What follows belongs to an exercise in optimizing a design on an open flow for small area, a short achievable clock period and few clock cycles per item; a production flow would make more cautious choices. RTL that was checked went through simulation tests only; none was proved equivalent to the original. The RTL of runs 4 and 5 was laid out without a check of its function. Power figures rest on the tool's default switching activity, not on a simulated workload.

<file path="flow/config.mk">
export PLATFORM = sky130hd
export DESIGN_NAME = de1soc_top
export DESIGN_NICKNAME = de1soc_top
export VERILOG_FILES = /design/flow/design.v
export SDC_FILE = /design/flow/constraint.sdc
export NUM_CORES = 4
export LEC_CHECK = 0
export CAP_MARGIN = 20
export CORE_MARGIN = 2
export CORE_UTILIZATION = 65
export SLEW_MARGIN = 20
</file>
<file path="flow/constraint.sdc">
create_clock -name core_clock -period 16.0 [get_ports {clock}]
set_input_delay 3.2000 -clock core_clock [delete_from_list [all_inputs] [get_ports {clock}]]
set_output_delay 3.2000 -clock core_clock [all_outputs]
set_load 0.01 [all_outputs]
</file>
<file path="flow/design.v">
`default_nettype none
package stream_pkg;
    localparam int word_bits      = 32;
    localparam int spare_bits     = 12;
    localparam int sample_bits    = 18;
    localparam int out_value_bits = 30;
    typedef struct packed {
        logic                   soft_reset;    
        logic                   last;          
        logic [spare_bits-1:0]  spare;         
        logic [sample_bits-1:0] sample;        
    } in_word_t;
    typedef struct packed {
        logic                      zero;       
        logic                      last;       
        logic [out_value_bits-1:0] value;      
    } out_word_t;
endpackage
`default_nettype wire
`default_nettype none
package model_pkg;
    localparam int value_bits   = 18;
    localparam int q_frac       = 8;
    localparam int input_width  = 28;    
    localparam int out_channels = 10;
    localparam int acc_bits     = 40;    
    localparam int index_bits   = $clog2(input_width + 1);
    localparam int weight_bits  = 5;     
    typedef logic signed [value_bits-1:0]  value_t;
    typedef logic signed [weight_bits-1:0] weight_t;
    typedef struct packed {
        value_t value;
        logic   last;
    } sample_t;
    typedef value_t [out_channels-1:0] channel_vec_t;
    function automatic weight_t weight_of(input int c, input int i);
        int raw;
        int centred;
        raw = (7 * c + 3 * i) % 31;
        centred = raw - 15;
        weight_of = centred[weight_bits-1:0];    
    endfunction
endpackage
`default_nettype wire
`default_nettype none
module stream_slice #(
    parameter int width = 1
) (
    input  logic     clock,
    input  logic     reset,
    input  logic [width-1:0] in_data,
    input  logic     in_valid,
    output logic [width-1:0] out_data,
    output logic     out_valid,
    input  logic     downstream_stall,
    output logic     upstream_stall
);
    logic load;
    assign load = !out_valid || !downstream_stall;    
    assign upstream_stall = out_valid && downstream_stall;
    always_ff @(posedge clock) begin
        if (reset) begin
            out_valid <= 1'b0;
        end else if (load) begin
            out_valid <= in_valid;
        end
    end
    always_ff @(posedge clock) begin
        if (load) begin
            out_data <= in_data;
        end
    end
endmodule
`default_nettype wire
`default_nettype none
module word_decode (
    input  logic                 clock,
    input  logic                 reset,
    input  stream_pkg::in_word_t word,
    input  logic                 word_valid,
    input  logic                 exec_ready,
    output model_pkg::sample_t   sample,
    output logic                 sample_valid,
    output logic                 stage_reset,
    output logic                 word_stall
);
    logic soft_word;    
    assign soft_word = word_valid && word.soft_reset;
    assign stage_reset = reset || soft_word;
    assign sample.value = word.sample;
    assign sample.last  = word.last;
    assign sample_valid = word_valid && !word.soft_reset;
    assign word_stall = word_valid && !word.soft_reset && !exec_ready;
endmodule
`default_nettype wire
`default_nettype none
module dense_execute (
    input  logic                    clock,
    input  logic                    reset,
    input  model_pkg::sample_t      sample,
    input  logic                    sample_valid,
    output logic                    in_ready,
    output model_pkg::channel_vec_t result,
    output logic                    result_valid,
    input  logic                    result_taken
);
    localparam int channels = model_pkg::out_channels;
    localparam int acc_bits = model_pkg::acc_bits;
    localparam logic signed [acc_bits-1:0] sat_max = (1 <<< (model_pkg::value_bits - 1)) - 1;
    localparam logic signed [acc_bits-1:0] sat_min = -(1 <<< (model_pkg::value_bits - 1));
    logic signed [acc_bits-1:0] acc [channels];
    logic signed [acc_bits-1:0] term [channels];
    logic signed [acc_bits-1:0] sum_next [channels];
    logic [channels*model_pkg::value_bits-1:0] scaled;    
    logic [model_pkg::index_bits-1:0] index;    
    logic weighted;
    logic accept;
    assign in_ready = !result_valid;    
    assign accept   = sample_valid && in_ready;
    assign weighted = index < model_pkg::input_width;
    for (genvar c = 0; c < channels; c++) begin : g_channel
        logic signed [model_pkg::weight_bits-1:0] weight;
        logic signed [acc_bits-1:0] shifted;
        assign weight = model_pkg::weight_of(c, int'(index));
        assign term[c] = $signed(sample.value) * weight;
        assign sum_next[c] = weighted ? acc[c] + term[c] : acc[c];    
        assign shifted = sum_next[c] >>> model_pkg::q_frac;
        assign scaled[c*model_pkg::value_bits +: model_pkg::value_bits] =
            (shifted > sat_max) ? sat_max[model_pkg::value_bits-1:0] :
            (shifted < sat_min) ? sat_min[model_pkg::value_bits-1:0] :
                                  shifted[model_pkg::value_bits-1:0];
    end
    always_ff @(posedge clock) begin
        if (reset) begin
            for (int c = 0; c < channels; c++) begin
                acc[c] <= '0;
            end
            index        <= '0;
            result_valid <= 1'b0;
        end else begin
            if (result_taken) begin
                result_valid <= 1'b0;
            end
            if (accept) begin
                if (sample.last) begin
                    for (int c = 0; c < channels; c++) begin
                        acc[c] <= '0;
                    end
                    index        <= '0;
                    result_valid <= 1'b1;
                end else begin
                    for (int c = 0; c < channels; c++) begin
                        acc[c] <= sum_next[c];
                    end
                    if (weighted) begin
                        index <= index + 1'b1;
                    end
                end
            end
        end
    end
    always_ff @(posedge clock) begin
        if (accept && sample.last) begin
            result <= scaled;
        end
    end
endmodule
`default_nettype wire
`default_nettype none
module result_serialize (
    input  logic                    clock,
    input  logic                    reset,
    input  model_pkg::channel_vec_t vector,
    input  logic                    vector_valid,
    output logic                    vector_taken,
    output stream_pkg::out_word_t   word,
    output logic                    word_valid,
    input  logic                    downstream_stall
);
    localparam int chan_bits       = $clog2(model_pkg::out_channels);
    localparam int word_value_bits = stream_pkg::out_value_bits;
    localparam logic [chan_bits-1:0] last_channel = chan_bits'(model_pkg::out_channels - 1);
    logic                    buffer_valid;
    logic [model_pkg::out_channels*model_pkg::value_bits-1:0] buffer;    
    logic [chan_bits-1:0]    channel;    
    model_pkg::value_t       current;
    assign vector_taken = vector_valid && !buffer_valid;
    always_ff @(posedge clock) begin
        if (reset) begin
            buffer_valid <= 1'b0;
            channel      <= '0;
        end else if (vector_taken) begin
            buffer_valid <= 1'b1;
            channel      <= '0;
        end else if (buffer_valid && !downstream_stall) begin
            if (channel == last_channel) begin
                buffer_valid <= 1'b0;    
                channel      <= '0;
            end else begin
                channel <= channel + 1'b1;
            end
        end
    end
    always_ff @(posedge clock) begin
        if (vector_taken) begin
            buffer <= vector;
        end
    end
    assign current    = buffer[channel*model_pkg::value_bits +: model_pkg::value_bits];
    assign word_valid = buffer_valid;
    always_comb begin
        word.zero  = 1'b0;
        word.last  = buffer_valid && (channel == last_channel);
        word.value = {{(word_value_bits - model_pkg::value_bits){current[model_pkg::value_bits-1]}},
                      current};    
    end
endmodule
`default_nettype wire
`default_nettype none
module de1soc_top (
    input  logic        clock,
    input  logic        reset,
    input  logic [31:0] in_data,
    input  logic        in_valid,
    output logic        upstream_stall,
    output logic [31:0] out_data,
    output logic        out_valid,
    input  logic        downstream_stall
);
    localparam int CH = 10;
    logic        b_v;        
    logic        b_soft;     
    logic        b_last;
    logic        b_first;    
    logic        b_stepn;    
    logic        b_wt;       
    logic [17:0] b_s;
    logic [4:0]  b_idx;      
    logic        nf;         
    logic        take, take_s, wt;
    assign take   = in_valid && !upstream_stall && !reset;
    assign take_s = take && !in_data[31];
    assign wt     = nf || (b_idx <= 5'd26);      
    always_ff @(posedge clock) begin
        b_v     <= take_s;
        b_soft  <= take && in_data[31];
        b_last  <= in_data[30];
        b_first <= take_s && nf;
        b_stepn <= take_s && !nf && wt;
        b_wt    <= take_s && wt;
        b_s     <= in_data[17:0];
        if (reset) begin
            nf <= 1'b1;
        end else if (take) begin
            if (in_data[31]) begin
                nf <= 1'b1;
            end else begin
                nf    <= in_data[30];
                b_idx <= nf ? 5'd0 : (b_idx == 5'd28 ? 5'd28 : b_idx + 5'd1);
            end
        end
    end
    logic rst_q;
    always_ff @(posedge clock) rst_q <= reset;
    logic [22:0] p;          
    logic [25:0] v;          
    always_ff @(posedge clock) begin
        p <= (b_first ? 23'd0 : p) + (b_wt ? {{5{b_s[17]}}, b_s} : 23'd0);
        v <= (b_first ? 26'd0 : v) + (b_stepn ? {{3{p[22]}}, p} : 26'd0);
    end
    logic        full;       
    logic        busy;       
    logic        seq;        
    logic [3:0]  slot;       
    logic        comp;
    logic        xfer, xfer_d;
    assign comp = b_v && b_last;
    assign xfer = (comp || full) && !busy;
    always_ff @(posedge clock) begin
        if (reset || b_soft) full <= 1'b0;
        else if (xfer)       full <= 1'b0;
        else if (comp)       full <= 1'b1;
        xfer_d <= xfer;
    end
    logic [22:0] s_sh;       
    logic [25:0] m_sh;       
    logic [4:0]  l_sh;       
    always_ff @(posedge clock) begin
        if (xfer) l_sh <= (b_idx > 5'd27) ? 5'd27 : b_idx;
        if (xfer_d) begin
            s_sh <= p;
            m_sh <= 26'd0 - (v + {v[24:0], 1'b0});
        end
    end
    function automatic int order_of(input int k);
        case (k)
            0: order_of = 4;  1: order_of = 8;  2: order_of = 0;  3: order_of = 3;
            4: order_of = 7;  5: order_of = 2;  6: order_of = 6;  7: order_of = 1;
            8: order_of = 5;  default: order_of = 9;
        endcase
    endfunction
    function automatic int pos_of(input int c);
        pos_of = 0;
        for (int k = 0; k < 10; k++) if (order_of(k) == c) pos_of = k;
    endfunction
    function automatic logic [31:0] wrap_set(input int c);
        wrap_set = '0;
        for (int j = 1; j < 28; j++) if ((7 * c + 3 * j) % 31 < 3) wrap_set[j] = 1'b1;
    endfunction
    function automatic logic [4:0] weight_of(input int c, input int i);
        int r;
        r = (7 * c + 3 * i) % 31 - 15;
        weight_of = r[4:0];
    endfunction
    localparam int QW = 29;              
    logic [CH*QW-1:0] qv;
    for (genvar c = 0; c < CH; c++) begin : g_ch
        localparam int pos = pos_of(c);
        localparam logic [31:0] wset = wrap_set(c);
        logic        wrap, rd, clr;
        logic [24:0] q, addend, sum;
        logic [25:0] rc;
        logic [3:0]  pc;             
        assign wrap = b_v && wset[b_idx];
        assign rd   = seq && (slot == 4'(pos));
        assign clr  = rst_q || rd || (b_soft && !(seq && slot < 4'(pos)));
        assign addend = wrap ? {{2{p[22]}}, p} : 25'd0;
        assign rc[0] = 1'b0;
        for (genvar k = 0; k < 25; k++) begin : g_rc
            wire ci = (k % 5 == 0 && k > 0) ? pc[k/5-1] : rc[k];
            assign sum[k]  = q[k] ^ addend[k] ^ ci;
            assign rc[k+1] = (q[k] & addend[k]) | (q[k] & ci) | (addend[k] & ci);
        end
        always_ff @(posedge clock) begin
            if (clr) begin
                q  <= '0;
                pc <= '0;
            end else begin
                q  <= sum;
                pc <= {rc[20], rc[15], rc[10], rc[5]};
            end
        end
        assign qv[c*QW +: QW] = {pc, q};
    end
    logic [QW-1:0] qs;
    logic [4:0]    wl;
    logic [3:0]    cs;
    always_comb begin
        qs = '0;
        cs = '0;
        wl = '0;
        for (int k = 0; k < 10; k++) begin
            if (slot == 4'(k)) begin
                qs = qv[order_of(k)*QW +: QW];
                cs = 4'(order_of(k));
                for (int l = 0; l < 28; l++) if (l_sh == 5'(l)) wl = weight_of(order_of(k), l);
            end
        end
    end
    logic [2:0] one, two, neg;
    for (genvar d = 0; d < 3; d++) begin : g_booth
        logic b2, b1, b0;
        assign b0 = (d == 0) ? 1'b0 : wl[2*d-1];
        assign b1 = wl[2*d];
        assign b2 = (d == 2) ? wl[4] : wl[2*d+1];
        assign one[d] = b1 ^ b0;
        assign two[d] = (b2 & !b1 & !b0) | (!b2 & b1 & b0);
        assign neg[d] = b2 & !(b1 & b0);
    end
    logic        x_v;
    logic [3:0]  x_c;
    logic [24:0] x_q;
    logic [3:0]  x_pc;
    logic [2:0]  x_one, x_two, x_neg;
    always_ff @(posedge clock) begin
        x_v <= !reset && seq;
        x_c <= cs;
        {x_pc, x_q} <= qs;
        x_one <= one;
        x_two <= two;
        x_neg <= neg;
    end
    function automatic logic [51:0] csa(input logic [25:0] a, input logic [25:0] b,
                                        input logic [25:0] c);
        logic [25:0] s, k;
        s = a ^ b ^ c;
        k = (a & b) | (a & c) | (b & c);
        csa = {k[24:0], 1'b0, s};
    endfunction
    logic [25:0] pp [3];
    for (genvar d = 0; d < 3; d++) begin : g_pp
        logic [25:0] mag;
        assign mag = x_one[d] ? 26'({{3{s_sh[22]}}, s_sh}) << (2*d) :
                     x_two[d] ? 26'({{3{s_sh[22]}}, s_sh}) << (2*d+1) : 26'd0;
        assign pp[d] = mag ^ {26{x_neg[d]}};
    end
    logic [25:0] qx, corr;
    assign qx = {x_q[24], x_q};
    assign corr = (x_pc[0] ? 26'(31 << 5) : 26'd0) + (x_pc[1] ? 26'(31 << 10) : 26'd0)
                + (x_pc[2] ? 26'(31 << 15) : 26'd0) + (x_pc[3] ? 26'(31 << 20) : 26'd0)
                + 26'd1 + 26'(x_neg[0]) + 26'(x_neg[1]) + 26'(x_neg[2]);
    logic [25:0] r1s, r1c, r2s, r2c, r3s, r3c, r4s, r4c, r5s, r5c;
    assign {r1c, r1s} = csa(qx << 5, ~qx, m_sh);
    assign {r2c, r2s} = csa(pp[0], pp[1], pp[2]);
    assign {r3c, r3s} = csa(r1s, r1c, r2s);
    assign {r4c, r4s} = csa(r2c, corr, r3s);
    assign {r5c, r5s} = csa(r3c, r4s, r4c);
    logic        z_v;
    logic [3:0]  z_c;
    logic [25:0] z_s, z_c2;
    always_ff @(posedge clock) begin
        z_v  <= !reset && x_v;
        z_c  <= x_c;
        z_s  <= r5s;
        z_c2 <= r5c;
    end
    logic [25:0] tot;
    assign tot = z_s + z_c2;
    always_ff @(posedge clock) begin
        if (reset) begin
            seq  <= 1'b0;
            slot <= '0;
        end else if (xfer) begin
            seq  <= 1'b1;
            slot <= '0;
        end else if (seq) begin
            slot <= slot + 4'd1;
            if (slot == 4'd9) seq <= 1'b0;
        end
    end
    logic [CH*18-1:0] rbuf;
    for (genvar c = 0; c < CH; c++) begin : g_rbuf
        always_ff @(posedge clock) begin
            if (z_v && z_c == 4'(c)) rbuf[c*18 +: 18] <= tot[25:8];
        end
    end
    logic [3:0]  och;        
    logic        oload;
    logic        ordy;       
    logic [17:0] cur;
    logic        o_last;
    logic [17:0] o_val;
    assign oload = !out_valid || !downstream_stall;
    logic [3:0]  wcnt;       
    logic [3:0]  opos;       
    always_comb begin
        opos = '0;
        for (int c = 0; c < 10; c++) if (och == 4'(c)) opos = 4'(pos_of(c));
    end
    always_ff @(posedge clock) begin
        if (xfer)     wcnt <= '0;
        else if (z_v) wcnt <= wcnt + 4'd1;
    end
    assign ordy  = busy && (wcnt > opos);
    assign cur   = rbuf[och*18 +: 18];
    always_ff @(posedge clock) begin
        if (reset) begin
            busy      <= 1'b0;
            och       <= '0;
            out_valid <= 1'b0;
        end else begin
            if (oload) out_valid <= ordy;
            if (xfer) begin
                busy <= 1'b1;
                och  <= '0;
            end else if (ordy && oload) begin
                och <= och + 4'd1;
                if (och == 4'd9) busy <= 1'b0;
            end
        end
    end
    always_ff @(posedge clock) begin
        if (oload) begin
            o_val  <= cur;
            o_last <= (och == 4'd9);
        end
    end
    assign out_data = {1'b0, o_last, {12{o_val[17]}}, o_val};
    logic full_n;
    assign full_n = !reset && !b_soft && !xfer && (comp || full);
    always_ff @(posedge clock) begin
        upstream_stall <= full_n || ((busy || xfer) && !reset && take_s && in_data[30]);
    end
endmodule
`default_nettype wire
</file>
<file path="flow/run.sh">
#!/bin/bash
# synth_recipe.tcl (not shown) runs the flow's synth.tcl, then flattens the netlist and writes it again
# the make line also repeats each setting of config.mk as NAME=value (left out here)
make -C /OpenROAD-flow-scripts/flow DESIGN_CONFIG=/design/flow/config.mk WORK_HOME=/design/flow/orfs CLKGATE_MAP_FILE= SYNTH_SCRIPT=/design/flow/synth_recipe.tcl finish
</file>
==> metrics.md, run 1 <==
| Metric | Value |
|---|---|
| Crit path DAT | 1.86 ns |
| H-tree depth | 3 |
| Post-CTS Setup Inserts | 0 |
| Dpl cell area | 43900 sq um |
| Vias in the first global route | 31586 |
| Routed wire length | approximately 110000 microns |
| Fin Setup TNS | 0 ns |
| Post-Synth XOR/XNOR Area | 0.0379 |
| Register area share after synthesis | 0.405 |
| Max Buffers Root-to-Sink | 3 |
| Initial drt markers | 3310 |
| Final hold vios | 0 |
| Worst hold path class | reg2reg |
| Synth warn | 2 |
| Leak pwr | 18.8 nW |
| PortBufs | 56 |
| Syn nets | between 4000 and 5000 |
| RSZ-0062 raised after global routing | false |
| Root buf cell | clkbuf_16 |
| Area grow syn2layout | 8.81% |
| Worst vdd ir | 0.135 mV |
| Max incr delay on CP | approximately 0.64 ns |
| Ports | 70 |
| Total CTS buffers | 77 |
| Worst slew margin | 0.251 |
| Vias per cell | 6.24 |
| Tmin final | 5.06 ns |
| Largest net degree at the start of global routing | 78 |
| Final setup vio count | 0 |
| Drt first pass iters | 8 |
| Tightest Pin Transition | 1.12 ns |
| Worst Hold Launch | x_c[0] |
| Count of cell types in the netlist | 81 |
| Detailed-route via count | 31125 |
| Starting Density | 0.654 |
| Fin crit share | 0.316 |
| Clock Sinks | 736 |
| Ys async rst share | 0 |
| Crit path launch type | flop |
| Largest family of logic cells by synthesized area | adder cells |
| Status | no timing/DRC/antenna violations |
| Hold Path Cell Cnt | 0 |
| Mux cell area share after synthesis | 0.0290 |
| Clk latency of the worst-skew pair | 0.65 ns |
| EDFF count, synth | 258 |
| Cells after Synth | 4121 |
| Post-Synth Adder-Cell Area | 0.209 |
| First-pass GRT wire length | 178000 microns |
| Post-CTS sizing | 0 |
| Die height | roughly 260 microns |
| Hold_buf cts | 0 |
| Top delay family on crit path | buffers and inverters |
| Initial antenna violation count | 1 |
| CP max-delay cell | clkdlybuf4s50_1 |
| Full die area | 67800 sq um |
| CTS clock-pin slew for the worst setup and hold paths | 0.06 ns |
| Detailed placement HPWL | roughly 78000 microns |
| Hold slack | between 0.3 and 0.4 ns |
| Count of final max-slew check failures | 0 |
| Synthesized cell area | 42700 sq um |
| Crit path cell chain | clkdlybuf4s50_1 |
| WS Path Type | reg2out |
| Main flop type after synthesis | dfxtp_1 |
| Worst Path Required | 12.80 ns |
| Final #Nets | 4599 |
| Drt drc | 0 |
| Chip width | 260 microns |
| Reg2reg path depth | 15 |
| Placement Rows | 94 |
| Gp weighted congestion | 0.912 |
| WL/cell | 22.8 microns |
| Worst Path Buf+Inv | 1 |
| Post-Synth Simple-Gate Area | 0.141 |
| Max Freq | 198 MHz |
| Crit. End Element | output pin |
| MaxCap Viol Count | 0 |
| Worst Skew | around 0.034 ns |
| CP max FO | 13 |
| Reg-to-Reg Start | l_sh[4] |
| TritonCTS clock tree | done |
| GR Util All Layers | 0.340 |
| Fillers | 4746 |
| RR Endpoint | x_one[2] |
| Mapped Avg Cell Area | 10.4 sq um |
| Yosys reg bits | ~740 |
| Hold worst-path end | z_c[0] |
| R2R setup slack | 11.50 ns |
| Share of cells above drive strength 1 | 0.0621 |
| Synth Area in Compound Gates | 0.117 |
| Antenna-violating nets left | 0 |
| Core Box Area | around 65000 sq um |
| Setup crit start | o_val[17] |
| PD cells | 141 nW/um^2 |
| Total grt overflow | 0 |
| Final instance area | 46500 sq um |
area by class of cell:
type / count / area [sq um] / area share
Clock inverter: 37 / 520 / 0.0112
Sequential cell: 736 / 17300 / 0.373
Tap cell: 864 / 1080 / 0.0232
Clock buffer: 105 / 2110 / 0.0454
Antenna cell: 1 / 2.50 / 0.0000538
Inverter: 406 / 1520 / 0.0328
Timing Repair Buffer: 120 / 1040 / 0.0224
Multi-Input combinational cell: 2716 / 22900 / 0.492
per-stage QoR:
| step | utilization | setup slack, ns | total power, mW | std cells |
|---|---|---|---|---|
| finish | 0.711 | 10.94 | 6.57 | 4985 |
| global route | 0.711 | 10.91 | 6.92 | 4985 |
| CTS | 0.711 | 10.92 | 6.58 | 4984 |
| detailed placement | 0.671 | 10.62 | 4.71 | 4842 |
| global placement | 0.671 | 10.63 | 4.59 | 4842 |
| floorplan | - | 11.31 | 4.00 | 4121 |
how the worst max path moves through the flow:
| stage | endpoint | cells past startpoint | slack (ns) |
|---|---|---|---|
| 6_report | out_data[27] | 1 | 10.94 |
| 5_1_grt | out_data[19] | 1 | 10.91 |
| 4_1_cts | out_data[27] | 1 | 10.92 |
| 3_5_place_dp | b_stepn | 5 | 10.62 |
| 3_3_place_gp | b_stepn | 5 | 10.63 |
| 2_1_floorplan | b_stepn | 4 | 11.31 |
state kept, by name, indices dropped and copies added, names as in the netlist, 24 cells and up:
signal	flops
g_ch.q	250
rbuf	180
g_ch.pc	40
m_sh	26
v	26
x_q	25
z_c2	24
z_s	24
Yosys cell counts, drive strengths merged, types with 12 or more instances:
library cell,number,share of area
o21ai,158,0.019
a21o,14,0.0025
nor4,14,0.0020
a21oi,158,0.019
edfxtp,258,0.18
a2111oi,12,0.0025
ha,160,0.047
xnor2,162,0.033
a31oi,36,0.0053
mux2i,43,0.010
nor2b,65,0.0097
mux4,36,0.019
o31ai,13,0.0023
o211ai,34,0.0060
nand2b,27,0.0040
nand2,236,0.021
nand3,48,0.0056
dfxtp,478,0.22
and2,253,0.037
nor3,46,0.0054
o21a,27,0.0047
a22oi,80,0.014
xor2,23,0.0047
clkbuf,202,0.018
a221o,50,0.012
a211oi,32,0.0056
and3,133,0.019
o221ai,18,0.0037
fa,346,0.16
buf,61,0.0073
nor2,327,0.029
inv,404,0.035
o22ai,36,0.0053
placed cells by master (no fill, tap or decap), types with 50 or more instances in the layout:
| cell | Yosys | layout |
|---|---|---|
| buf_4 | 14 | 64 |
| nor2_1 | 327 | 325 |
| dfxtp_1 | 478 | 473 |
| nand2_1 | 236 | 236 |
| a221o_1 | 50 | 50 |
| fa_1 | 346 | 346 |
| clkbuf_16 | 0 | 78 |
| edfxtp_1 | 258 | 258 |
| o21ai_0 | 158 | 158 |
| a21oi_1 | 156 | 156 |
| a22oi_1 | 80 | 80 |
| clkdlybuf4s50_1 | 0 | 56 |
| ha_1 | 160 | 160 |
| and3_1 | 133 | 133 |
| xnor2_1 | 162 | 162 |
| nor2b_1 | 64 | 63 |
| inv_1 | 403 | 403 |
| and2_1 | 252 | 251 |
report_power, final:
group	internal [mW]	total, mW	switching (mW)
Clock	1.10	1.86	0.765
Sequential	2.42	2.70	0.283
Combinational	0.792	2.01	1.22
Total	4.31	6.57	2.26
kinds of logic after synthesis:
family	count (synthesis)
simple gates	1199
flops	736
fa+ha+maj	506
compound gates	746
mux	79
other cells	1
xor+xnor	185
buf+inv	669
metal layers:
metal,track usage,part of all wire,vias to the layer above
met3,0.0538,0.085,283
met4,0.135,0.039,0
met2,0.545,0.46,1588
met5,0,0,-
li1,-,-,13858
met1,0.467,0.41,15396
Testbench counts, summed over its fixed seeds: cycles 14,504, frames 512.
==> inputs of run 2 (changes only) <==
--- a/flow/config.mk
+++ b/flow/config.mk
@@ -7,5 +7,5 @@
 export LEC_CHECK = 0
 export CAP_MARGIN = 20
 export CORE_MARGIN = 2
-export CORE_UTILIZATION = 65
+export CORE_UTILIZATION = 40
 export SLEW_MARGIN = 20
==> metrics.md, run 2 <==
| Metric | Value |
|---|---|
| Max Freq | 201 MHz (was 198 MHz) |
| Most frequent cell after synthesis | dfxtp_1 (unchanged) |
| Max Buffers Root-to-Sink | 3 (unchanged) |
| Non-Filler Instances | 5525 (was 4985) |
| Worst hold path class | reg2reg (unchanged) |
| Gp weighted congestion | 0.929 (was 0.912) |
| Ys async rst share | 0 (unchanged) |
| Internal power | 4.26 mW (was 4.31 mW) |
| Synth cell count leaders | dfxtp_1 (478), inv_1 (403), fa_1 (346) (unchanged) |
| Placed Cells | 5377 (was 4842) |
| Drt first pass iters | 8 (unchanged) |
| Max reg flops | 250 (unchanged) |
| Vias in the first global route | 29436 (was 31586) |
| Chip width | 331 microns (was 260 microns) |
| Routed wire length | 110000 microns (was 113000 microns) |
| Crit. End Element | output pin (unchanged) |
| CTS clock-pin slew for the worst setup and hold paths | 0.06 ns (about the same) |
| CP max-delay cell | clkdlybuf4s50_1 (unchanged) |
| WL/cell | 19.9 microns (was 22.8 microns) |
| Dpl cell area | 44600 sq um (was 43900 sq um) |
| TritonCTS clock tree | done (unchanged) |
| Synth top area share | 0.224 (unchanged) |
| Hold_buf cts | 0 (unchanged) |
| Yosys reg bits | 736 (unchanged) |
| Most common cell after layout, fill and taps aside | dfxtp_1 (unchanged) |
| Worst vdd ir | 0.0909 mV (was 0.135 mV) |
| Synth top area cells | dfxtp_1 (22%), edfxtp_1 (18%), fa_1 (16%) (unchanged) |
| Total CTS buffers | 82 (was 77) |
| Fin crit share | 0.311 (was 0.316) |
| MaxCap Viol Count | 0 (unchanged) |
| Final setup vio count | 0 (unchanged) |
| Final hold vios | 0 (unchanged) |
| Worst Path Buf+Inv | 1 (unchanged) |
| Core Box Area | 106000 sq um (was 65400 sq um) |
| Worst slew margin | 0.275 (was 0.251) |
| Max incr delay on CP | 0.61 ns (was 0.64 ns) |
| Worst Skew | 0.0375 ns (was 0.0340 ns) |
| Crit path launch type | flop (unchanged) |
| Crit path cell chain | clkdlybuf4s50_1 (unchanged) |
| Leak pwr | 18.8 nW (about the same) |
| Detailed-route via count | 29673 (was 31125) |
| Mapped Avg Cell Area | 10.4 sq um (unchanged) |
| Total grt overflow | 0 (unchanged) |
| Synthesized cell area | 42700 sq um (unchanged) |
| EDFF count, synth | 258 (unchanged) |
| Die height | 331 microns (was 260 microns) |
| Crit path DAT | 1.78 ns (was 1.86 ns) |
| Ports | 70 (unchanged) |
| Count of cell types in the netlist | 81 (unchanged) |
| Area grow syn2layout | 10.5% (was 8.81%) |
| Detailed placement HPWL | 77000 microns (was 77700 microns) |
| GR Util All Layers | 0.204 (was 0.340) |
| WS Path Type | reg2out (unchanged) |
| Syn nets | 4663 (unchanged) |
| Commonest non-fill, non-tap cells in the layout | dfxtp_1 (473), inv_1 (403), fa_1 (346), nor2_1 (321), edfxtp_1 (258) (was dfxtp_1 (473), inv_1 (403), fa_1 (346), nor2_1 (325), edfxtp_1 (258)) |
| Worst Path Required | 12.80 ns (about the same) |
| Switching Fraction | 0.342 (was 0.344) |
| RSZ-0062 raised after global routing | false (unchanged) |
| Full die area | 109000 sq um (was 67800 sq um) |
| Top delay family on crit path | buffers and inverters (unchanged) |
| Count of final max-slew check failures | 0 (unchanged) |
| Setup crit start | o_val[17] (unchanged) |
| Register area share after synthesis | 0.405 (unchanged) |
| Initial drt markers | 2765 (was 3310) |
| PD cells | 137 nW/um^2 (was 141 nW/um^2) |
| Antenna-violating nets left | 0 (unchanged) |
| Starting Density | 0.405 (was 0.654) |
| Synth area leader | dfxtp_1 (unchanged) |
| Reg-to-Reg Start | b_idx[4] (was l_sh[4]) |
| H-tree depth | 3 (unchanged) |
| Total power draw | 6.47 mW (was 6.57 mW) |
| Register area | 17300 sq um (about the same) |
| Post-CTS sizing | 0 (unchanged) |
| Largest net degree at the start of global routing | 78 (unchanged) |
| Share of cells above drive strength 1 | 0.0668 (was 0.0621) |
| Clk latency of the worst-skew pair | 0.67 ns (was 0.65 ns) |
| Register with the most flip-flops | g_ch.q (unchanged) |
| Vias per cell | 5.37 (was 6.24) |
| Placement Rows | 119 (was 94) |
| Tmin final | 4.98 ns (was 5.06 ns) |
| First-pass GRT wire length | 173000 microns (was 178000 microns) |
| Worst Hold Launch | x_c[3] (was x_c[0]) |
| Final instance area | 47200 sq um (was 46500 sq um) |
| Status | no timing/DRC/antenna violations (unchanged) |
| Clock Sinks | 736 (unchanged) |
| Initial antenna violation count | 6 (was 1) |
| Clk pwr share | 0.287 (was 0.284) |
| Synth warn | 2 (unchanged) |
| Fin Setup TNS | 0 ns (unchanged) |
| Drt drc | 0 (unchanged) |
| Logic pwr share | 0.300 (was 0.305) |
| CP max FO | 13 (unchanged) |
| Main flop type after synthesis | dfxtp_1 (unchanged) |
| Root buf cell | clkbuf_16 (unchanged) |
| Reg power frac | 0.413 (was 0.411) |
| Post-CTS Setup Inserts | 0 (unchanged) |
| Fillers | 9903 (was 4746) |
| PortBufs | 56 (unchanged) |
| Tightest Pin Transition | 1.09 ns (was 1.12 ns) |
| Final #Nets | 4612 (was 4599) |
| Cells after Synth | 4121 (unchanged) |
| Switching pwr | 2.21 mW (was 2.26 mW) |
| Area of the multi-input gates | 22900 sq um (about the same) |
| Top flop regs | g_ch.q (250), rbuf (180), g_ch.pc (40) (unchanged) |
-- run 2: cell count changes in the layout (fill, tap and decap cells not counted), sizes merged --
cell | previous run | this run
buf | 64 | 72
clkbuf | 105 | 106
clkinvlp | 2 | 5
clkinv | 22 | 27
diode | 1 | 3
bufinv | 10 | 4
-- run 2: final cells by class --
type | count | area share
diodes | 3 | 0.000159
well taps | 1391 | 0.0368
clock inverters | 39 | 0.00781
repair buffers | 128 | 0.0233
flip-flops and latches | 736 | 0.367
multi-input cells | 2716 | 0.485
clock buffers | 106 | 0.0477
inverters | 406 | 0.0323
-- run 2: path summary, 6_finish.rpt --
check	end	slack [ns]	cells past startpoint
max	out_data[22]	11.02	1
min	z_c[3]	0.33	0
max reg2reg	g_ch[8].q[14]	11.63	16
min reg2reg	z_c[3]	0.33	0
-- run 2: stage by stage --
stage               hold slack [ns]   util  setup slack (ns)
floorplan                     0.310      -             11.31
global placement              0.315  0.423             11.04
detailed placement            0.313  0.423             11.02
CTS                           0.326  0.447             10.95
global route                  0.339  0.447             10.88
finish                        0.326  0.448             11.02
-- run 2: routing by layer --
layer  vias up  GRT usage  part of all wire
met5         -          0           0.00028
met4         4     0.0566             0.026
met3       194     0.0267             0.060
met2       977      0.323              0.46
met1     14606      0.293              0.46
li1      13892          -                 -
-- run 2: cell families after synthesis --
| family | share of synthesized area |
|---|---|
| simple gates | 0.141 |
| compound gates | 0.117 |
| flops | 0.405 |
| buf+inv | 0.0607 |
| fa+ha+maj | 0.209 |
| xor+xnor | 0.0379 |
| mux | 0.0290 |
| other cells | 0.0000877 |
-- run 2: power groups by stage --
stage          registers, mW  clock network (mW)  logic (mW)
2_1_floorplan           2.51                   0        1.50
3_3_place_gp            2.71                   0        1.93
3_5_place_dp            2.71                   0        1.97
4_1_cts                 2.67                1.90        1.98
5_1_grt                 2.68                1.97        2.26
6_report                2.67                1.86        1.94
==> inputs of run 3 (changes only) <==
==> flow/flow/run.sh (new file) <==
#!/bin/bash
# The standard layout (standard.sh), except that timing repair aims for
# 11 ns of setup slack on the 16 ns clock (paths of about 5 ns) instead of 0.
# The make output goes to flow_make.log; ORFS keeps each step's log under
# orfs/logs/.
set -euo pipefail
bash standard.sh SETUP_SLACK_MARGIN=11 finish > flow_make.log 2>&1
==> flow/standard.sh (new file) <==
#!/bin/bash
# synth_recipe.tcl (not shown) runs the flow's synth.tcl, then flattens the netlist and writes it again
# the make line also repeats each setting of config.mk as NAME=value (left out here)
make -C /OpenROAD-flow-scripts/flow DESIGN_CONFIG=/design/flow/config.mk WORK_HOME=/design/flow/orfs CLKGATE_MAP_FILE= SYNTH_SCRIPT=/design/flow/synth_recipe.tcl "${@:-finish}"
removed: flow/run.sh
==> metrics.md, run 3 <==
| Metric | Value |
|---|---|
| Status | no timing/DRC/antenna violations (unchanged) |
| Crit path launch type | flop (unchanged) |
| Total CTS buffers | 82 (unchanged) |
| Final hold vios | 0 (unchanged) |
| Fin Setup TNS | 0 ns (unchanged) |
| WS Path Type | reg2out (unchanged) |
| Hold_buf cts | 0 (unchanged) |
| Cells after Synth | 4121 (unchanged) |
| Reg-to-Reg Start | l_sh[0] (was b_idx[4]) |
| Fillers | 9904 (was 9903) |
| Worst vdd ir | 0.0920 mV (was 0.0909 mV) |
| Commonest non-fill, non-tap cells in the layout | dfxtp_1 (473), inv_1 (403), fa_1 (346), nor2_1 (321), edfxtp_1 (258) (unchanged) |
| Vias per cell | 5.36 (was 5.37) |
| Syn nets | 4663 (unchanged) |
| Final instance area | 47300 sq um (was 47200 sq um) |
| EDFF count, synth | 258 (unchanged) |
| Clock Sinks | 736 (unchanged) |
| WL/cell | 19.9 microns (about the same) |
| TritonCTS clock tree | done (unchanged) |
| Worst hold path class | reg2reg (unchanged) |
| RSZ-0062 raised after global routing | false (unchanged) |
| Worst Hold Launch | x_c[3] (unchanged) |
| Most common cell after layout, fill and taps aside | dfxtp_1 (unchanged) |
| Tightest Pin Transition | 1.07 ns (was 1.09 ns) |
| GR Util All Layers | 0.204 (about the same) |
| Detailed placement HPWL | 77000 microns (unchanged) |
| Max reg flops | 250 (unchanged) |
| Most frequent cell after synthesis | dfxtp_1 (unchanged) |
| Max Freq | 205 MHz (was 201 MHz) |
| Core Box Area | 106000 sq um (unchanged) |
| Area grow syn2layout | 10.6% (was 10.5%) |
| Antenna-violating nets left | 0 (unchanged) |
| Mapped Avg Cell Area | 10.4 sq um (unchanged) |
| Switching Fraction | 0.342 (about the same) |
| Final worst slack | 11.11 ns (was 11.02 ns) |
| Switching pwr | 2.21 mW (about the same) |
| Routed wire length | 110000 microns (about the same) |
| Main flop type after synthesis | dfxtp_1 (unchanged) |
| PD cells | 137 nW/um^2 (about the same) |
| Synth warn | 2 (unchanged) |
| Synth top area cells | dfxtp_1 (22%), edfxtp_1 (18%), fa_1 (16%) (unchanged) |
| Synth cell count leaders | dfxtp_1 (478), inv_1 (403), fa_1 (346) (unchanged) |
| First-pass GRT wire length | 173000 microns (about the same) |
| Tmin final | 4.89 ns (was 4.98 ns) |
| Internal power | 4.26 mW (about the same) |
| Total power draw | 6.47 mW (about the same) |
| Root buf cell | clkbuf_16 (unchanged) |
| Drt first pass iters | 9 (was 8) |
| Area of the multi-input gates | 22900 sq um (unchanged) |
| Logic pwr share | 0.300 (about the same) |
| H-tree depth | 3 (unchanged) |
| Clk latency of the worst-skew pair | 0.67 ns (about the same) |
| MaxCap Viol Count | 0 (unchanged) |
| Max Buffers Root-to-Sink | 3 (unchanged) |
| Register with the most flip-flops | g_ch.q (unchanged) |
| PortBufs | 56 (unchanged) |
| Drt drc | 0 (unchanged) |
| Initial antenna violation count | 6 (unchanged) |
| Reg power frac | 0.413 (about the same) |
| Crit path DAT | 1.69 ns (was 1.78 ns) |
| Initial drt markers | 2850 (was 2765) |
| Clk pwr share | 0.287 (about the same) |
| Reg2reg path depth | 12 (was 16) |
| Crit. End Element | output pin (unchanged) |
| Ports | 70 (unchanged) |
| Count of cell types in the netlist | 81 (unchanged) |
| Worst slew margin | 0.282 (was 0.275) |
| RR Endpoint | x_one[1] (was g_ch[8].q[14]) |
| Count of final max-slew check failures | 0 (unchanged) |
| Top flop regs | g_ch.q (250), rbuf (180), g_ch.pc (40) (unchanged) |
| Leak pwr | 18.8 nW (about the same) |
| Largest net degree at the start of global routing | 78 (unchanged) |
| Starting Density | 0.405 (unchanged) |
| CP max FO | 13 (unchanged) |
| Total grt overflow | 0 (unchanged) |
| Yosys reg bits | 736 (unchanged) |
| Die height | 331 microns (unchanged) |
| Fin crit share | 0.305 (was 0.311) |
| R2R setup slack | 11.63 ns (about the same) |
| Register area share after synthesis | 0.405 (unchanged) |
| Synth area leader | dfxtp_1 (unchanged) |
| Pre-CTS setup slack | 11.02 ns (unchanged) |
| Chip width | 331 microns (unchanged) |
| Hold Path Cell Cnt | 0 (unchanged) |
| Detailed-route via count | 29639 (was 29673) |
| Dpl cell area | 44600 sq um (unchanged) |
| Synth top area share | 0.224 (unchanged) |
| Synthesized cell area | 42700 sq um (unchanged) |
| Gp weighted congestion | 0.929 (unchanged) |
| Final #Nets | 4613 (was 4612) |
| Register area | 17300 sq um (unchanged) |
| Vias in the first global route | 29448 (was 29436) |
| Full die area | 109000 sq um (unchanged) |
| Worst Path Required | 12.80 ns (about the same) |
| Worst Skew | 0.0379 ns (was 0.0375 ns) |
| Final setup vio count | 0 (unchanged) |
| Placement Rows | 119 (unchanged) |
| Hold worst-path end | z_c[3] (unchanged) |
| Ys async rst share | 0 (unchanged) |
| CTS clock-pin slew for the worst setup and hold paths | 0.06 ns (about the same) |
| Share of cells above drive strength 1 | 0.0670 (was 0.0668) |
-- run 3: cell counts after synthesis --
No cell type changed its count.
-- run 3: metal layers --
layer | vias to the layer above | GRT usage | wire, microns
li1 | 13888 | - | -
met1 | 14549 | 0.293 | 49700
met2 | 1013 | 0.323 | 50200
met3 | 185 | 0.0267 | 7220
met4 | 4 | 0.0566 | 2690
met5 | - | 0 | 30
-- run 3: worst max path at each step --
stage | slack [ns] | to | startpoint
2_1_floorplan | 11.31 | b_stepn | reset
3_3_place_gp | 11.04 | b_stepn | reset
3_5_place_dp | 11.02 | b_stepn | reset
4_1_cts | 11.06 | out_data[22] | o_val[17]
5_1_grt | 11.02 | out_data[26] | o_val[17]
6_report | 11.11 | out_data[22] | o_val[17]
-- run 3: cell families (layout without fill, tap and decap cells) --
| family | after synthesis | in the layout | synth area share |
|---|---|---|---|
| AOI/OAI and AO/OA | 746 | 746 | 0.117 |
| buffers and inverters | 669 | 680 | 0.0607 |
| muxes | 79 | 79 | 0.0290 |
| other | 1 | 4 | 0.0000877 |
| xor gates and xnor gates | 185 | 185 | 0.0379 |
| adders and majority gates | 506 | 506 | 0.209 |
| and+or+nand+nor | 1199 | 1199 | 0.141 |
| DFF | 736 | 736 | 0.405 |
-- run 3: what timing repair did --
item	CTS	global route
setup buffers	1	0
endpoints found under the setup margin	13	0
resized for setup	0	0
-- run 3: power groups by stage --
stage	Clock [mW]	Combinational [mW]	Sequential (mW)
after floorplan	0	1.50	2.51
after global placement	0	1.93	2.71
after detailed placement	0	1.97	2.71
after CTS	1.90	1.98	2.67
after global routing	1.97	2.26	2.68
final	1.86	1.94	2.67
-- run 3: worst max-delay path, stage by stage, from the launching register on --
cell,delay [ns]
edfxtp_1,0.41
buf_12,0.16
clkdlybuf4s50_1,0.48
-- run 3: layout make-up --
class                      count  area share
timing repair buffer         129      0.0237
sequential                   736       0.367
antenna                        3    0.000159
tap                         1391      0.0368
inverter                     406      0.0322
clock buffer                 106      0.0477
clock inverter                39     0.00781
multi-input combinational   2716       0.485
-- run 3: stage by stage --
stage                      util  std cells  hold WS, ns
after floorplan               -       4121        0.310
after global placement    0.423       5377        0.315
after detailed placement  0.423       5377        0.313
after CTS                 0.448       5523        0.326
after global routing      0.448       5524        0.339
final                     0.448       5526        0.326
==> inputs of run 4 (changes only) <==
--- a/flow/design.v
+++ b/flow/design.v
@@ -283,13 +283,13 @@
         xfer_d <= xfer;
     end
     logic [22:0] s_sh;       
-    logic [25:0] m_sh;       
+    logic [25:0] v_sh;       
     logic [4:0]  l_sh;       
     always_ff @(posedge clock) begin
         if (xfer) l_sh <= (b_idx > 5'd27) ? 5'd27 : b_idx;
         if (xfer_d) begin
             s_sh <= p;
-            m_sh <= 26'd0 - (v + {v[24:0], 1'b0});
+            v_sh <= v;
         end
     end
     function automatic int order_of(input int k);
@@ -398,21 +398,23 @@
     assign qx = {x_q[24], x_q};
     assign corr = (x_pc[0] ? 26'(31 << 5) : 26'd0) + (x_pc[1] ? 26'(31 << 10) : 26'd0)
                 + (x_pc[2] ? 26'(31 << 15) : 26'd0) + (x_pc[3] ? 26'(31 << 20) : 26'd0)
-                + 26'd1 + 26'(x_neg[0]) + 26'(x_neg[1]) + 26'(x_neg[2]);
+                + 26'd3 + 26'(x_neg[0]) + 26'(x_neg[1]) + 26'(x_neg[2]);
     logic [25:0] r1s, r1c, r2s, r2c, r3s, r3c, r4s, r4c, r5s, r5c;
-    assign {r1c, r1s} = csa(qx << 5, ~qx, m_sh);
+    logic [25:0] r6s, r6c;
+    assign {r1c, r1s} = csa(qx << 5, ~qx, ~v_sh);
     assign {r2c, r2s} = csa(pp[0], pp[1], pp[2]);
-    assign {r3c, r3s} = csa(r1s, r1c, r2s);
-    assign {r4c, r4s} = csa(r2c, corr, r3s);
-    assign {r5c, r5s} = csa(r3c, r4s, r4c);
+    assign {r3c, r3s} = csa(~{v_sh[24:0], 1'b0}, corr, r1s);
+    assign {r4c, r4s} = csa(r1c, r2s, r2c);
+    assign {r5c, r5s} = csa(r3s, r3c, r4s);
+    assign {r6c, r6s} = csa(r4c, r5s, r5c);
     logic        z_v;
     logic [3:0]  z_c;
     logic [25:0] z_s, z_c2;
     always_ff @(posedge clock) begin
         z_v  <= !reset && x_v;
         z_c  <= x_c;
-        z_s  <= r5s;
-        z_c2 <= r5c;
+        z_s  <= r6s;
+        z_c2 <= r6c;
     end
     logic [25:0] tot;
     assign tot = z_s + z_c2;
==> flow/run.sh (new file) <==
#!/bin/bash
# synth_recipe.tcl (not shown) runs the flow's synth.tcl, then flattens the netlist and writes it again
# the make line also repeats each setting of config.mk as NAME=value (left out here)
make -C /OpenROAD-flow-scripts/flow DESIGN_CONFIG=/design/flow/config.mk WORK_HOME=/design/flow/orfs CLKGATE_MAP_FILE= SYNTH_SCRIPT=/design/flow/synth_recipe.tcl finish
--- a/flow/config.mk
+++ b/flow/config.mk
@@ -8,4 +8,6 @@
 export CAP_MARGIN = 20
 export CORE_MARGIN = 2
 export CORE_UTILIZATION = 40
+export CTS_CLUSTER_DIAMETER = 70
+export CTS_CLUSTER_SIZE = 25
 export SLEW_MARGIN = 20
removed: flow/flow/run.sh
removed: flow/standard.sh
==> metrics.md, run 4 <==
| Metric | Value |
|---|---|
| Most frequent cell after synthesis | dfxtp_1 (unchanged) |
| Routed wire length | 96600 microns (was 110000 microns) |
| Max incr delay on CP | 0.62 ns (was 0.48 ns) |
| Crit path cell chain | clkdlybuf4s50_1 (was buf_12 -> clkdlybuf4s50_1) |
| H-tree depth | 2 (was 3) |
| Syn nets | 4564 (was 4663) |
| Clock Sinks | 736 (unchanged) |
| Hold_buf cts | 0 (unchanged) |
| ANT cells | 0 (was 3) |
| Synth top area cells | dfxtp_1 (23%), edfxtp_1 (18%), fa_1 (18%) (was dfxtp_1 (22%), edfxtp_1 (18%), fa_1 (16%)) |
| PortBufs | 56 (unchanged) |
| Internal power | 3.56 mW (was 4.26 mW) |
| Initial drt markers | 1977 (was 2850) |
| Reg-to-Reg Start | l_sh[0] (unchanged) |
| Leak pwr | 18.3 nW (was 18.8 nW) |
| MaxCap Viol Count | 0 (unchanged) |
| Non-Filler Instances | 5383 (was 5526) |
| Worst Path Required | 12.80 ns (about the same) |
| Cells after Synth | 4046 (was 4121) |
| Count of cell types in the netlist | 89 (was 81) |
| Share of cells above drive strength 1 | 0.0591 (was 0.0670) |
| Synth cell count leaders | dfxtp_1 (478), inv_1 (420), fa_1 (370) (was dfxtp_1 (478), inv_1 (403), fa_1 (346)) |
| Hold slack | 0.339 ns (was 0.326 ns) |
| Commonest non-fill, non-tap cells in the layout | dfxtp_1 (473), inv_1 (420), fa_1 (370), nor2_1 (288), nand2_1 (260) (was dfxtp_1 (473), inv_1 (403), fa_1 (346), nor2_1 (321), edfxtp_1 (258)) |
| First-pass GRT wire length | 156000 microns (was 173000 microns) |
| Worst Skew | 0.0311 ns (was 0.0379 ns) |
| Tightest Pin Transition | 1.07 ns (about the same) |
| Synth area leader | dfxtp_1 (unchanged) |
| Final hold vios | 0 (unchanged) |
| Max reg flops | 250 (unchanged) |
| Final setup vio count | 0 (unchanged) |
| Crit path depth | 1 (was 2) |
| R2R setup slack | 11.71 ns (was 11.63 ns) |
| Detailed-route via count | 27865 (was 29639) |
| GR Util All Layers | 0.181 (was 0.204) |
| Setup crit start | o_val[17] (unchanged) |
| Ports | 70 (unchanged) |
| EDFF count, synth | 258 (unchanged) |
| Yosys reg bits | 736 (unchanged) |
| Gp weighted congestion | 0.842 (was 0.929) |
| Clk pwr share | 0.231 (was 0.287) |
| Crit. End Element | output pin (unchanged) |
| Top flop regs | g_ch.q (250), rbuf (180), g_ch.pc (40) (unchanged) |
| Worst Path Buf+Inv | 1 (was 2) |
| Top delay family on crit path | buffers and inverters (unchanged) |
| CTS clock-pin slew for the worst setup and hold paths | 0.09 ns (was 0.06 ns) |
| Switching Fraction | 0.340 (was 0.342) |
| Initial antenna violation count | 3 (was 6) |
| Max Freq | 199 MHz (was 205 MHz) |
| Antenna-violating nets left | 0 (unchanged) |
| Total grt overflow | 0 (unchanged) |
| Register with the most flip-flops | g_ch.q (unchanged) |
| Count of final max-slew check failures | 0 (unchanged) |
| CP max-delay cell | clkdlybuf4s50_1 (unchanged) |
| Area grow syn2layout | 7.85% (was 10.6%) |
| WS Path Type | reg2out (unchanged) |
| Max Buffers Root-to-Sink | 3 (unchanged) |
| Root buf cell | clkbuf_16 (unchanged) |
| Synthesized cell area | 42200 sq um (was 42700 sq um) |
| Tmin final | 5.01 ns (was 4.89 ns) |
| Synth top area share | 0.227 (was 0.224) |
| Register area share after synthesis | 0.410 (was 0.405) |
| Drt drc | 0 (unchanged) |
| TritonCTS clock tree | done (unchanged) |
| RR Endpoint | x_one[1] (unchanged) |
| Main flop type after synthesis | dfxtp_1 (unchanged) |
| Fin crit share | 0.313 (was 0.305) |
| Detailed placement HPWL | 71200 microns (was 77000 microns) |
| Die height | 329 microns (was 331 microns) |
| Vias in the first global route | 27931 (was 29448) |
| Worst hold path class | reg2reg (unchanged) |
| Worst slew margin | 0.285 (was 0.282) |
| Pre-CTS setup slack | 11.08 ns (was 11.02 ns) |
| Post-CTS Setup Inserts | 0 (was 1) |
| Worst vdd ir | 0.0933 mV (was 0.0920 mV) |
| Most common cell after layout, fill and taps aside | dfxtp_1 (unchanged) |
| Crit path DAT | 1.81 ns (was 1.69 ns) |
| Starting Density | 0.402 (was 0.405) |
| WL/cell | 18.0 microns (was 19.9 microns) |
| Clk latency of the worst-skew pair | 0.63 ns (was 0.67 ns) |
| Mapped Avg Cell Area | 10.4 sq um (about the same) |
| Worst Setup EP | out_data[21] (was out_data[22]) |
| Final #Nets | 4478 (was 4613) |
| Synth warn | 2 (unchanged) |
| Placement Rows | 119 (unchanged) |
| Status | no timing/DRC/antenna violations (unchanged) |
| Vias per cell | 5.18 (was 5.36) |
| Fin Setup TNS | 0 ns (unchanged) |
| Chip width | 329 microns (was 331 microns) |
| Logic pwr share | 0.304 (was 0.300) |
| Reg2reg path depth | 8 (was 12) |
| Crit path launch type | flop (unchanged) |
| Full die area | 108000 sq um (was 109000 sq um) |
| Final worst slack | 10.99 ns (was 11.11 ns) |
| RSZ-0062 raised after global routing | false (unchanged) |
| Switching pwr | 1.83 mW (was 2.21 mW) |
| Ys async rst share | 0 (unchanged) |
| Largest net degree at the start of global routing | 78 (unchanged) |
| Post-CTS sizing | 0 (unchanged) |
| PD cells | 118 nW/um^2 (was 137 nW/um^2) |
| CP max FO | 13 (unchanged) |
| Total CTS buffers | 43 (was 82) |
| Reg power frac | 0.464 (was 0.413) |
| Core Box Area | 105000 sq um (was 106000 sq um) |
| Drt first pass iters | 7 (was 9) |
| Placed Cells | 5306 (was 5377) |
## run 4: final cells by class
| type | count | area, sq um |
|---|---|---|
| Fill cell | 9971 | 59400 |
| Multi-Input combinational cell | 2620 | 22300 |
| Sequential cell | 736 | 17300 |
| Tap cell | 1391 | 1740 |
| Inverter | 425 | 1600 |
| Clock buffer | 54 | 1180 |
| Timing Repair Buffer | 134 | 1150 |
| Clock inverter | 23 | 262 |
## run 4: worst min-delay path by stage
stage	cells past startpoint	startpoint	end
after floorplan	0	x_c[0]	z_c[0]
after global placement	0	x_c[3]	z_c[3]
after detailed placement	0	x_c[2]	z_c[2]
after CTS	0	x_c[3]	z_c[3]
after global routing	0	x_c[1]	z_c[1]
final	0	x_c[3]	z_c[3]
## run 4: stage by stage
step / power [mW] / area [sq um] / util
after global routing: 5.79 / 45500 / 0.434
after CTS: 5.46 / 45500 / 0.434
after global placement: 4.17 / 44100 / 0.420
after floorplan: 3.71 / 42200 / -
after detailed placement: 4.22 / 44100 / 0.420
final: 5.39 / 45500 / 0.434
## run 4: logic make-up after synthesis
logic type	synth area share
AOI/OAI and AO/OA	0.108
xor gates and xnor gates	0.0353
adders and majority gates	0.209
buffers and inverters	0.0644
DFF	0.410
muxes	0.0296
other	0.0000888
and+or+nand+nor	0.144
## run 4: worst register-to-register path: cells and delay by family (launching register included)
family | cells | cell delay, ns
AO/OA/AOI/OAI | 4 | 1.41
buffers and inverters | 2 | 1.29
flip-flops | 1 | 0.85
adder cells (fa/ha/maj) | 1 | 0.33
AND/OR/NAND/NOR | 1 | 0.32
## run 4: metal layers
layer | vias up | part of all wire | GRT usage | routed length [microns]
li1 | 13358 | - | - | -
met1 | 13767 | 0.46 | 0.250 | 44200
met2 | 618 | 0.48 | 0.304 | 46600
met3 | 122 | 0.041 | 0.0184 | 3930
met4 | 0 | 0.019 | 0.0431 | 1850
met5 | - | 0 | 0 | 0
## run 4: power by group through the flow
| stage | registers, mW | logic [mW] | clock network [mW] |
|---|---|---|---|
| 6_report | 2.50 | 1.64 | 1.25 |
| 5_1_grt | 2.52 | 1.91 | 1.35 |
| 4_1_cts | 2.50 | 1.67 | 1.29 |
| 3_5_place_dp | 2.55 | 1.67 | 0 |
| 3_3_place_gp | 2.54 | 1.63 | 0 |
| 2_1_floorplan | 2.49 | 1.22 | 0 |
==> inputs of run 5 (changes only) <==
--- a/flow/config.mk
+++ b/flow/config.mk
@@ -8,6 +8,6 @@
 export CAP_MARGIN = 20
 export CORE_MARGIN = 2
 export CORE_UTILIZATION = 40
-export CTS_CLUSTER_DIAMETER = 70
-export CTS_CLUSTER_SIZE = 25
+export CTS_CLUSTER_DIAMETER = 60
+export CTS_CLUSTER_SIZE = 22
 export SLEW_MARGIN = 20
==> metrics.md, run 5 <==
| Metric | Value |
|---|---|
| Register area | 17300 sq um (unchanged) |
| Antenna-violating nets left | 0 (unchanged) |
| Crit path launch type | flop (unchanged) |
| Chip width | 329 microns (unchanged) |
| Final instance area | 45700 sq um (was 45500 sq um) |
| Dpl cell area | 44100 sq um (unchanged) |
| Worst Path Required | 12.80 ns (about the same) |
| Crit path cell chain | clkdlybuf4s50_1 (unchanged) |
| Root buf cell | clkbuf_16 (unchanged) |
| Drt drc | 0 (unchanged) |
| Worst Hold Launch | x_c[3] (unchanged) |
| Tmin final | 5.03 ns (was 5.01 ns) |
| Detailed-route via count | 28001 (was 27865) |
| Routed wire length | 96700 microns (was 96600 microns) |
| Commonest non-fill, non-tap cells in the layout | dfxtp_1 (473), inv_1 (420), fa_1 (370), nor2_1 (288), nand2_1 (260) (unchanged) |
| Final setup vio count | 0 (unchanged) |
| Vias in the first global route | 28029 (was 27931) |
| Worst Path Buf+Inv | 1 (unchanged) |
| Count of final max-slew check failures | 0 (unchanged) |
| Max incr delay on CP | 0.62 ns (about the same) |
| RR Endpoint | x_one[1] (unchanged) |
| First-pass GRT wire length | 156000 microns (about the same) |
| Crit. End Element | output pin (unchanged) |
| ANT cells | 0 (unchanged) |
| Final hold vios | 0 (unchanged) |
| Finished Core Util | 0.436 (was 0.434) |
| EDFF count, synth | 258 (unchanged) |
| Count of cell types in the netlist | 89 (unchanged) |
| Post-CTS sizing | 0 (unchanged) |
| CP max FO | 13 (unchanged) |
| Gp weighted congestion | 0.842 (unchanged) |
| Final worst slack | 10.97 ns (was 10.99 ns) |
| Register area share after synthesis | 0.410 (unchanged) |
| Synth top area cells | dfxtp_1 (23%), edfxtp_1 (18%), fa_1 (18%) (unchanged) |
| Hold worst-path end | z_c[3] (unchanged) |
| Tightest Pin Transition | 1.09 ns (was 1.07 ns) |
| Fillers | 9976 (was 9971) |
| Crit path DAT | 1.83 ns (was 1.81 ns) |
| TritonCTS clock tree | done (unchanged) |
| Synth warn | 2 (unchanged) |
| Syn nets | 4564 (unchanged) |
| Fin crit share | 0.314 (was 0.313) |
| Max Buffers Root-to-Sink | 3 (unchanged) |
| Pre-CTS setup slack | 11.08 ns (unchanged) |
| Area grow syn2layout | 8.31% (was 7.85%) |
| Most frequent cell after synthesis | dfxtp_1 (unchanged) |
| Worst vdd ir | 0.102 mV (was 0.0933 mV) |
| Synth cell count leaders | dfxtp_1 (478), inv_1 (420), fa_1 (370) (unchanged) |
| Core Box Area | 105000 sq um (unchanged) |
| WL/cell | 17.9 microns (was 18.0 microns) |
| Largest net degree at the start of global routing | 78 (unchanged) |
| Worst hold path class | reg2reg (unchanged) |
| Initial antenna violation count | 3 (unchanged) |
| Worst slew margin | 0.270 (was 0.285) |
| WS Path Type | reg2out (unchanged) |
| Area of the multi-input gates | 22300 sq um (unchanged) |
| Worst Skew | 0.0288 ns (was 0.0311 ns) |
| Reg2reg path depth | 8 (unchanged) |
| Clk latency of the worst-skew pair | 0.65 ns (was 0.63 ns) |
| CP max-delay cell | clkdlybuf4s50_1 (unchanged) |
| Drt first pass iters | 5 (was 7) |
| Leak pwr | 18.4 nW (was 18.3 nW) |
| Hold_buf cts | 0 (unchanged) |
| Top flop regs | g_ch.q (250), rbuf (180), g_ch.pc (40) (unchanged) |
| GR Util All Layers | 0.181 (about the same) |
| Top delay family on crit path | buffers and inverters (unchanged) |
| CTS clock-pin slew for the worst setup and hold paths | 0.08 ns (was 0.09 ns) |
| Synthesized cell area | 42200 sq um (unchanged) |
| H-tree depth | 2 (unchanged) |
| Post-CTS Setup Inserts | 0 (unchanged) |
| Share of cells above drive strength 1 | 0.0622 (was 0.0591) |
| Main flop type after synthesis | dfxtp_1 (unchanged) |
| PortBufs | 56 (unchanged) |
| Hold Path Cell Cnt | 0 (unchanged) |
| Most common cell after layout, fill and taps aside | dfxtp_1 (unchanged) |
| R2R setup slack | 11.72 ns (was 11.71 ns) |
| Starting Density | 0.402 (unchanged) |
| Fin Setup TNS | 0 ns (unchanged) |
| PD cells | 120 nW/um^2 (was 118 nW/um^2) |
| RSZ-0062 raised after global routing | false (unchanged) |
| Final #Nets | 4484 (was 4478) |
| Full die area | 108000 sq um (unchanged) |
| Initial drt markers | 1969 (was 1977) |
| Total grt overflow | 0 (unchanged) |
| Mapped Avg Cell Area | 10.4 sq um (unchanged) |
| Cells after Synth | 4046 (unchanged) |
| Max reg flops | 250 (unchanged) |
| Synth area leader | dfxtp_1 (unchanged) |
| Ys async rst share | 0 (unchanged) |
| Vias per cell | 5.19 (was 5.18) |
| Total CTS buffers | 49 (was 43) |
| Synth top area share | 0.227 (unchanged) |
| Register with the most flip-flops | g_ch.q (unchanged) |
| Status | no timing/DRC/antenna violations (unchanged) |
| Yosys reg bits | 736 (unchanged) |
| MaxCap Viol Count | 0 (unchanged) |
| Reg-to-Reg Start | l_sh[0] (unchanged) |
| Detailed placement HPWL | 71200 microns (unchanged) |
| Ports | 70 (unchanged) |
| Placement Rows | 119 (unchanged) |
| Die height | 329 microns (unchanged) |
| Clock Sinks | 736 (unchanged) |
| Max Freq | 199 MHz (about the same) |
-- run 5: cell counts after synthesis --
Identical to the previous run, type by type.
-- run 5: cells by family after synthesis --
family / share of synthesized area
fa+ha+maj: 0.209
buf+inv: 0.0644
other cells: 0.0000888
compound gates: 0.108
mux: 0.0296
flops: 0.410
simple gates: 0.144
xor+xnor: 0.0353
-- run 5: stage by stage --
stage               power [mW]  hold slack [ns]  instances
finish                    5.50            0.336       5395
global route              5.90            0.349       5395
CTS                       5.58            0.337       5395
detailed placement        4.22            0.317       5306
global placement          4.17            0.313       5305
floorplan                 3.71            0.310       4046
-- run 5: worst max path at each step --
stage,start,endpoint,cells after the start
after floorplan,reset,b_idx[0],2
after global placement,reset,upstream_stall,4
after detailed placement,reset,upstream_stall,4
after CTS,o_val[17],out_data[21],1
after global routing,o_val[17],out_data[21],1
final,o_val[17],out_data[21],1
-- run 5: final cells by class --
cell class,count,area share
Clock buffer,56,0.0276
Clock inverter,33,0.00818
Inverter,425,0.0349
Multi-Input combinational cell,2620,0.487
Sequential cell,736,0.379
Tap cell,1391,0.0381
Timing Repair Buffer,134,0.0252
-- run 5: power breakdown --
| part | switching [mW] | internal, mW | total [mW] |
|---|---|---|---|
| sequential | 0.0996 | 2.40 | 2.50 |
| clock | 0.721 | 0.634 | 1.36 |
| combinational | 1.04 | 0.597 | 1.64 |
| total | 1.86 | 3.64 | 5.50 |
-- run 5: routing by layer --
layer,wire length (microns),GRT usage,up-vias
met5,0,0,-
met4,1810,0.0426,0
met3,4160,0.0191,126
met2,46700,0.304,653
met1,44100,0.250,13833
li1,-,-,13389
==> inputs of run 6 (changes only) <==
--- a/flow/design.v
+++ b/flow/design.v
@@ -283,13 +283,13 @@
         xfer_d <= xfer;
     end
     logic [22:0] s_sh;       
-    logic [25:0] v_sh;       
+    logic [25:0] vn_sh;      
     logic [4:0]  l_sh;       
     always_ff @(posedge clock) begin
         if (xfer) l_sh <= (b_idx > 5'd27) ? 5'd27 : b_idx;
         if (xfer_d) begin
             s_sh <= p;
-            v_sh <= v;
+            vn_sh <= ~v;
         end
     end
     function automatic int order_of(input int k);
@@ -396,14 +396,14 @@
     end
     logic [25:0] qx, corr;
     assign qx = {x_q[24], x_q};
-    assign corr = (x_pc[0] ? 26'(31 << 5) : 26'd0) + (x_pc[1] ? 26'(31 << 10) : 26'd0)
-                + (x_pc[2] ? 26'(31 << 15) : 26'd0) + (x_pc[3] ? 26'(31 << 20) : 26'd0)
-                + 26'd3 + 26'(x_neg[0]) + 26'(x_neg[1]) + 26'(x_neg[2]);
+    logic [2:0] ones;
+    assign ones = 3'd3 + 3'(x_neg[0]) + 3'(x_neg[1]) + 3'(x_neg[2]);
+    assign corr = {1'b0, {5{x_pc[3]}}, {5{x_pc[2]}}, {5{x_pc[1]}}, {5{x_pc[0]}}, 2'b0, ones};
     logic [25:0] r1s, r1c, r2s, r2c, r3s, r3c, r4s, r4c, r5s, r5c;
     logic [25:0] r6s, r6c;
-    assign {r1c, r1s} = csa(qx << 5, ~qx, ~v_sh);
+    assign {r1c, r1s} = csa(qx << 5, ~qx, vn_sh);
     assign {r2c, r2s} = csa(pp[0], pp[1], pp[2]);
-    assign {r3c, r3s} = csa(~{v_sh[24:0], 1'b0}, corr, r1s);
+    assign {r3c, r3s} = csa({vn_sh[24:0], 1'b1}, corr, r1s);
     assign {r4c, r4s} = csa(r1c, r2s, r2c);
     assign {r5c, r5s} = csa(r3s, r3c, r4s);
     assign {r6c, r6s} = csa(r4c, r5s, r5c);
--- a/flow/config.mk
+++ b/flow/config.mk
@@ -8,6 +8,6 @@
 export CAP_MARGIN = 20
 export CORE_MARGIN = 2
 export CORE_UTILIZATION = 40
-export CTS_CLUSTER_DIAMETER = 60
-export CTS_CLUSTER_SIZE = 22
+export CTS_CLUSTER_DIAMETER = 70
+export CTS_CLUSTER_SIZE = 25
 export SLEW_MARGIN = 20
==> metrics.md, run 6 <==
| Metric | Value |
|---|---|
| Crit path launch type | flop (unchanged) |
| Crit path DAT | 1.79 ns (was 1.83 ns) |
| Register with the most flip-flops | g_ch.q (unchanged) |
| Initial antenna violation count | 3 (unchanged) |
| Placed Cells | 5222 (was 5306) |
| Drt first pass iters | 6 (was 5) |
| Post-CTS Setup Inserts | 0 (unchanged) |
| Final setup vio count | 0 (unchanged) |
| Post-CTS sizing | 0 (unchanged) |
| Fin crit share | 0.312 (was 0.314) |
| RSZ-0062 raised after global routing | false (unchanged) |
| WS Path Type | reg2out (unchanged) |
| First-pass GRT wire length | 158000 microns (was 156000 microns) |
| Most frequent cell after synthesis | dfxtp_1 (unchanged) |
| Worst Path Buf+Inv | 1 (unchanged) |
| Starting Density | 0.405 (was 0.402) |
| PD cells | 120 nW/um^2 (about the same) |
| Synth top area cells | dfxtp_1 (23%), edfxtp_1 (18%), fa_1 (18%) (unchanged) |
| Routed wire length | 99000 microns (was 96700 microns) |
| Top delay family on crit path | buffers and inverters (unchanged) |
| Most common cell after layout, fill and taps aside | dfxtp_1 (unchanged) |
| EDFF count, synth | 258 (unchanged) |
| Leak pwr | 18.1 nW (was 18.4 nW) |
| Count of final max-slew check failures | 0 (unchanged) |
| Final #Nets | 4405 (was 4484) |
| CP max-delay cell | clkdlybuf4s50_1 (unchanged) |
| WL/cell | 18.7 microns (was 17.9 microns) |
| Worst hold path class | reg2reg (unchanged) |
| Worst vdd ir | 0.0920 mV (was 0.102 mV) |
| Mux cell area share after synthesis | 0.0296 (about the same) |
| Status | no timing/DRC/antenna violations (unchanged) |
| Post-Synth XOR/XNOR Area | 0.0355 (was 0.0353) |
| Max incr delay on CP | 0.62 ns (about the same) |
| Full die area | 108000 sq um (about the same) |
| Placement Rows | 118 (was 119) |
| GR Util All Layers | 0.185 (was 0.181) |
| Ys async rst share | 0 (unchanged) |
| Max Freq | 200 MHz (was 199 MHz) |
| Post-Synth Adder-Cell Area | 0.210 (was 0.209) |
| Mapped Avg Cell Area | 10.6 sq um (was 10.4 sq um) |
| Register area share after synthesis | 0.412 (was 0.410) |
| Ports | 70 (unchanged) |
| Worst slew margin | 0.274 (was 0.270) |
| Cells after Synth | 3970 (was 4046) |
| Detailed-route via count | 27816 (was 28001) |
| Commonest non-fill, non-tap cells in the layout | dfxtp_1 (473), inv_1 (442), fa_1 (370), nand2_1 (258), edfxtp_1 (258) (was dfxtp_1 (473), inv_1 (420), fa_1 (370), nor2_1 (288), nand2_1 (260)) |
| Synth top area share | 0.228 (was 0.227) |
| Post-Synth Simple-Gate Area | 0.132 (was 0.144) |
| Hold_buf cts | 0 (unchanged) |
==> run 6: through the flow <==
step	area (sq um)	total power, mW	worst slack (ns)	hold slack, ns
floorplan	42000	3.76	11.63	0.310
global placement	43900	4.25	11.17	0.312
detailed placement	43900	4.30	11.16	0.312
CTS	45300	5.53	10.93	0.334
global route	45300	5.88	10.89	0.343
finish	45300	5.45	11.01	0.333
==> run 6: worst paths after layout <==
kind / startpoint / end / slack [ns] / depth (start not counted)
min: x_c[2] / z_c[2] / 0.33 / 0
min reg2reg: x_c[2] / z_c[2] / 0.33 / 0
max: o_val[17] / out_data[21] / 11.01 / 1
max reg2reg: slot[0] / x_one[2] / 11.61 / 11
==> run 6: layout make-up <==
| cell class | count | area, sq um |
|---|---|---|
| tap | 1380 | 1730 |
| clock inverter | 23 | 282 |
| timing repair buffer | 135 | 1170 |
| antenna | 1 | 2.50 |
| clock buffer | 54 | 1120 |
| sequential | 736 | 17300 |
| inverter | 448 | 1680 |
| multi-input combinational | 2524 | 22000 |
| fill | 9790 | 58500 |
==> run 6: power by group <==
group | total [mW] | switching, mW | leakage, nW | internal [mW]
registers | 2.51 | 0.108 | 6.20 | 2.41
clock network | 1.23 | 0.686 | 0.679 | 0.545
logic | 1.71 | 1.08 | 11.2 | 0.628
==> run 6: cell families after synthesis <==
kind of cell | Yosys count
compound gates | 695
xor+xnor | 170
fa+ha+maj | 482
buf+inv | 710
flops | 736
mux | 79
other cells | 1
simple gates | 1097
==> run 6: per-layer routing <==
layer,part of all wire,wire length (microns),vias to the layer above,GRT usage
met5,0,0,-,0
met4,0.025,2490,0,0.0502
met3,0.053,5290,150,0.0270
met2,0.47,46800,714,0.310
met1,0.45,44500,13782,0.251
li1,-,-,13170,-
Testbench counts of run 6, summed over its fixed seeds: cycles 14,504, frames 512.

Check on run 6: ideal ports give 11.006 ns setup slack; a clkbuf_16 on the clock port and buf_2 on the inputs give 10.942 ns; moving port delays by the midpoint clock arrival (0.670 ns) as well gives 11.119 ns.
